This design comes from an exercise in tuning for small area and a short achievable clock period on the open sky130 flow, not from production work. In this exercise RTL edits were held to simulation tests only and were not proved equivalent to the original. Power is estimated from default activity; no workload was simulated.

**flow/design.v**
```verilog
module reg_file_direct_backend #(
  parameter int unsigned REGISTER_WIDTH = 32,
  parameter int unsigned NUM_REGISTERS  = 24,
  parameter logic [NUM_REGISTERS*REGISTER_WIDTH-1:0] RESET_VALUES = {
    32'h0000_0000, 32'h0000_0000, 32'hFFFF_FFFF, 32'h0000_0000,
    32'h0000_0000, 32'h8000_0001, 32'h0000_0000, 32'h0000_0000,
    32'h0000_0000, 32'h0000_0000, 32'h0000_00FF, 32'h0000_0000,
    32'h0000_0000, 32'h0000_0000, 32'h0BAD_F00D, 32'h0000_0000,
    32'h0000_0000, 32'h0000_0000, 32'h0000_0000, 32'h0000_0000,
    32'hDEAD_BEEF, 32'h0000_0000, 32'h0000_0000, 32'h0000_0000
  },
  parameter logic [NUM_REGISTERS-1:0] RO_MASK = 24'h02_0012,
  parameter int unsigned ADDR_W = $clog2(NUM_REGISTERS)
) (
  input  logic                        clk,
  input  logic                        rst,
  input  logic [NUM_REGISTERS*REGISTER_WIDTH-1:0] write_data,
  input  logic [NUM_REGISTERS-1:0]    write_req,
  output logic [NUM_REGISTERS*REGISTER_WIDTH-1:0] read_data,
  input  logic                        bus_req,
  input  logic                        bus_we,
  input  logic [ADDR_W-1:0]           bus_addr,
  input  logic [REGISTER_WIDTH-1:0]   bus_wdata,
  input  logic [REGISTER_WIDTH/8-1:0] bus_wstrb,
  output logic                        bus_ack,
  output logic                        bus_err,
  output logic [REGISTER_WIDTH-1:0]   bus_rdata,
  output logic [NUM_REGISTERS-1:0]    reg_updated
);
  localparam int unsigned NUM_BYTES = REGISTER_WIDTH / 8;
  localparam logic [0:0] StIdle = 1'b0;
  localparam logic [0:0] StResp = 1'b1;
  logic [NUM_REGISTERS-1:0][REGISTER_WIDTH-1:0] regs_q, regs_d;
  logic [NUM_REGISTERS-1:0]                     upd_q, upd_d;
  logic [0:0]                                   state_q, state_d;
  logic                                         err_q, err_d;
  logic [REGISTER_WIDTH-1:0]                    rdata_q, rdata_d;
  logic                      addr_ok;
  logic                      conflict;
  logic                      accept;
  logic                      bus_wr_commit;
  logic [REGISTER_WIDTH-1:0] sel_data;
  logic [REGISTER_WIDTH-1:0] byte_mask;
  assign read_data = regs_q;
  generate
    if ((1 << ADDR_W) > NUM_REGISTERS) begin : g_range
      assign addr_ok = (32'(bus_addr) < NUM_REGISTERS);
    end else begin : g_full
      assign addr_ok = 1'b1;
    end
  endgenerate
  always_comb begin
    sel_data = '0;
    conflict = 1'b0;
    for (int unsigned i = 0; i < NUM_REGISTERS; i++) begin
      if (bus_addr == ADDR_W'(i)) begin
        sel_data = regs_q[i];
        conflict = write_req[i] & ~RO_MASK[i];
      end
    end
  end
  always_comb begin
    byte_mask = '0;
    for (int unsigned b = 0; b < NUM_BYTES; b++) begin
      byte_mask[b*8 +: 8] = {8{bus_wstrb[b]}};
    end
  end
  assign accept        = (state_q == StIdle) & bus_req & ~(bus_we & addr_ok & conflict);
  assign bus_wr_commit = accept & bus_we & addr_ok;
  always_comb begin
    regs_d = regs_q;
    upd_d  = '0;
    for (int unsigned i = 0; i < NUM_REGISTERS; i++) begin
      if (write_req[i] && !RO_MASK[i]) begin
        regs_d[i] = write_data[i*REGISTER_WIDTH +: REGISTER_WIDTH];
        upd_d[i]  = 1'b1;
      end
    end
    for (int unsigned i = 0; i < NUM_REGISTERS; i++) begin
      if (bus_wr_commit && (bus_addr == ADDR_W'(i))) begin
        regs_d[i] = (regs_q[i] & ~byte_mask) | (bus_wdata & byte_mask);
        upd_d[i]  = 1'b1;
      end
    end
  end
  always_comb begin
    state_d = state_q;
    err_d   = err_q;
    rdata_d = rdata_q;
    case (state_q)
      StIdle: begin
        if (accept) begin
          state_d = StResp;
          err_d   = ~addr_ok;
          rdata_d = (bus_we || !addr_ok) ? '0 : sel_data;
        end
      end
      StResp: begin
        state_d = StIdle;
        err_d   = 1'b0;
        rdata_d = '0;
      end
      default: begin
        state_d = StIdle;
      end
    endcase
  end
  always_ff @(posedge clk or posedge rst) begin
    if (rst) begin
      regs_q  <= RESET_VALUES;
      upd_q   <= '0;
      state_q <= StIdle;
      err_q   <= 1'b0;
      rdata_q <= '0;
    end else begin
      regs_q  <= regs_d;
      upd_q   <= upd_d;
      state_q <= state_d;
      err_q   <= err_d;
      rdata_q <= rdata_d;
    end
  end
  assign bus_ack     = (state_q == StResp);
  assign bus_err     = err_q;
  assign bus_rdata   = rdata_q;
  assign reg_updated = upd_q;
endmodule
```
**flow/run.sh**
```bash
#!/bin/bash
# synth_recipe.tcl (not shown) runs the flow's synth.tcl, then flattens the netlist and writes it again
# the make line also repeats each setting of config.mk as NAME=value (left out here)
make -C /OpenROAD-flow-scripts/flow DESIGN_CONFIG=/design/flow/config.mk WORK_HOME=/design/flow/orfs CLKGATE_MAP_FILE= SYNTH_SCRIPT=/design/flow/synth_recipe.tcl finish
```
**flow/config.mk**
```make
export PLATFORM = sky130hd
export DESIGN_NAME = reg_file_direct_backend
export DESIGN_NICKNAME = reg_file_direct_backend
export VERILOG_FILES = /design/flow/design.v
export SDC_FILE = /design/flow/constraint.sdc
export NUM_CORES = 4
export LEC_CHECK = 0
export CAP_MARGIN = 20
export CORE_AREA = 10 10 590 590
export DIE_AREA = 0 0 600 600
export SLEW_MARGIN = 20
```
**flow/constraint.sdc**
```tcl
create_clock -name core_clock -period 3.6 [get_ports {clk}]
set_input_delay 0.7200 -clock core_clock [delete_from_list [all_inputs] [get_ports {clk}]]
set_output_delay 0.7200 -clock core_clock [all_outputs]
set_load 0.01 [all_outputs]
```
==> results.cfg <==
[place]
io_buffers = 1563
hpwl_microns = 469000
routabilityCongestion = 0.966

[setup_path]
cp.arrival_ns = 3.98
criticalPathCategory = primary input to flop
worst_setup_path_end_kind = flop
r2r_slack_ns = 0.44
startpoint_type = primary input
worst-path-max-fanout = 13
required_ns = 4.32
reg2reg_depth = 9
r2r-end = rdata_q[15]

[final_layout]
nets = 6771
final_cell_mix = 1535 x clkdlybuf4s50_1, 745 x dfrtp_1, 704 x nand2b_1
fillers = 35800
multi_input_area_sq_mm = 0.0220
post_route_cells_drive_above_1_share = 0.336
fin_util = 0.227
regArea_sq_mm = 0.0208
syn2layout_area_growth_pct = 72.2
final_common_cell = clkdlybuf4s50_1

[floorplanning]
rows = 212
io_pins = 1663
die_area_sq_mm = 0.360
start_util = 0.132
die_w_microns = 600
core_area_sq_mm = 0.334
die_y_microns = 600

[timing]
setup_viol = 0
finalMaxSlewViolations = 0
timing.fmax_mhz = 307
fin_crit_sh = 0.904
fin_crit_ns = 3.25
tightest_slew_ns = 1.08
skew_ns = 0.0821
relSlewSlack = 0.274
rsz0062_at_grt = false
finalHoldViolations = 0

[synth]
synth_top_family_by_area = compound AO/OA/AOI/OAI gates
yosys.area_share.simple = 0.145
synth_flop_cell = dfrtp_1
synth_edf_count = 0
synth-xor-area-share = 0
ys_warn_count = 1
post_synth_num_cell_types = 86
ys_ff_latch = 826
syn-instance-count = 3836
async_flop_share = 1.00
syn-num-nets = 4673
avgSynthCellArea_sq_um = 11.5
syn_area_sq_mm = 0.0441
synthAdderAreaFrac = 0
ys_seq_area_frac = 0.471
synth_mux_area_frac = 0.0612
synth_compound_area_frac = 0.286

[routing]
vias = 51500
first_pass_iters = 8
wire_per_inst_microns = 52.4
viasPerCell = 4.90
dr.max_layer_used = met5
postRouteAntennaNets = 0
drt-met1-wl_microns = 210000
drc = 0
dr_wl_met3_microns = 49300
wl_microns = 551000
wl_met2_microns = 253000
drt_iter0_markers = 6702

[clock_tree]
cts.path.max_buffers = 4
post_cts_buffers = 0
cts_buffers = 116
cts_hold_buf = 0
path_clk_slew_ns = 0.06
clockRootBuffer = clkbuf_16
ctsResizeCount = 1
cts_sinks = 826
clk_latency_ns = 0.89
cts_tree = built
htree_levels = 3

[outcome]
status = no timing/DRC/antenna violations

[worst_hold_path]
hp-start = write_data[114]
whs_path_depth = 3
hold_path_class = primary input to flop

[pwr]
peakVddDrop_mv = 0.422
power.density_mw_per_mm2 = 440
p_total_mw = 33.4
power.leakage_nw = 28.9

[global_routing]
grt_pass1_vias = 50700
antenna_found_initial = 253
grt_max_degree = 110
grt-ovfl-total = 0
grt_usage = 0.291
grt_pass1_wl_microns = 669000

[job]
cap_violations = 0
[Yosys cell counts, types with 19 or more instances]
cell type | instances | share of area
mux2i_1 | 44 | 0.010
a22oi_1 | 64 | 0.011
o221a_2 | 633 | 0.16
nor2_1 | 114 | 0.0097
nand2_1 | 117 | 0.010
mux4_2 | 27 | 0.014
dfstp_2 | 81 | 0.048
dfrtp_1 | 745 | 0.42
o22ai_1 | 44 | 0.0062
nor3_1 | 21 | 0.0024
a21oi_1 | 113 | 0.013
nand3_1 | 39 | 0.0044
o21ai_0 | 127 | 0.014
a31oi_4 | 41 | 0.020
a221oi_1 | 24 | 0.0048
o221ai_1 | 31 | 0.0062
inv_1 | 25 | 0.0021
mux2_2 | 122 | 0.031
nand2b_1 | 716 | 0.10
buf_2 | 79 | 0.0090
a22o_1 | 19 | 0.0038
buf_1 | 29 | 0.0025
clkbuf_1 | 238 | 0.020
o221a_1 | 39 | 0.010
[cell type report]
type / count / area share
Timing Repair Buffer: 2339 / 0.307
Clock buffer: 150 / 0.0425
Tap cell: 4387 / 0.0722
Multi-Input combinational cell: 2624 / 0.290
Clock inverter: 64 / 0.0103
Sequential cell: 826 / 0.273
Inverter: 27 / 0.00138
Antenna cell: 96 / 0.00316
[worst max-delay path by stage]
stage                            from     endpoint  slack (ns)  cells past startpoint
after floorplan                   rst    async pin       -8.40                      1
after global placement    bus_addr[0]  rdata_q[25]       -1.48                     15
after detailed placement  bus_addr[4]  rdata_q[14]       -0.99                     14
after CTS                 bus_addr[0]  rdata_q[25]        0.18                     15
after global routing      bus_addr[0]  rdata_q[25]        0.27                     15
final                     bus_addr[0]  rdata_q[25]        0.35                     15
[stage by stage]
| stage | hold WS [ns] | worst slack (ns) | instance area (sq um) | TNS [ns] | instances |
|---|---|---|---|---|---|
| finish | 0.456 | 0.347 | 76000 | 0 | 10500 |
| global route | 0.442 | 0.271 | 75800 | 0 | 10400 |
| CTS | 0.386 | 0.181 | 75700 | 0 | 10400 |
| detailed placement | 0.476 | -0.985 | 71700 | -79.41 | 10200 |
| global placement | 0.468 | -1.48 | 71700 | -91.92 | 10200 |
| floorplan | 0.513 | -8.40 | 44100 | -6676.53 | 3836 |
[cell families after synthesis]
group | count (synthesis)
flip-flops | 826
multiplexers | 215
buffers and inverters | 386
AO/OA/AOI/OAI | 1306
AND/OR/NAND/NOR | 1103
[power by group]
part           total [mW]  switching, mW  leakage, nW  internal [mW]
combinational        9.08           5.03         17.4           4.05
clock                12.6           5.27         1.98           7.29
sequential           11.8           1.61         9.52           10.2
[layer usage]
metal / up-vias / GRT usage
li1: 19400 / -
met1: 27200 / 0.340
met2: 3868 / 0.472
met3: 1008 / 0.0913
met4: 96 / 0.162
met5: - / 0
[worst max-delay path, stage by stage]
cell	delay, ns
clkbuf_8	0.19
buf_4	0.21
nand2_2	0.07
buf_4	0.18
buf_4	0.20
nor2_1	0.09
buf_4	0.15
buf_4	0.18
a22oi_1	0.15
nand2_1	0.14
a2111oi_2	0.55
buf_4	0.21
o211ai_1	0.33
buf_12	0.28
a32o_1	0.24

[separate check: timing with driven ports]
Ports are ideal in the flow. The routed layout listed here was re-timed in OpenROAD. Step 1: set_driving_cell puts a clkbuf_16 on clk and a buf_2 on each other input, an assumption about the parent block. Step 2 adds t to the input delays and takes it off the output delays; t is the mean of the earliest and latest rising clock arrival at the registers after step 1. Input paths then give back, and output paths get back, about the clock's delay inside the block. Three values: ideal, step 1, step 2; two values: the first two.
shift t [ns]: 0.957
setup slack, ns: 0.347 / 0.259 / -0.651
worst setup path at the end: input to register
latest minus earliest clock arrival (ns): 0.094 / 0.094
Met with ideal ports but missed after step 2: setup timing in this run. The setup slack of this run moves by -0.088 ns with the drivers and by -0.998 ns with both steps.
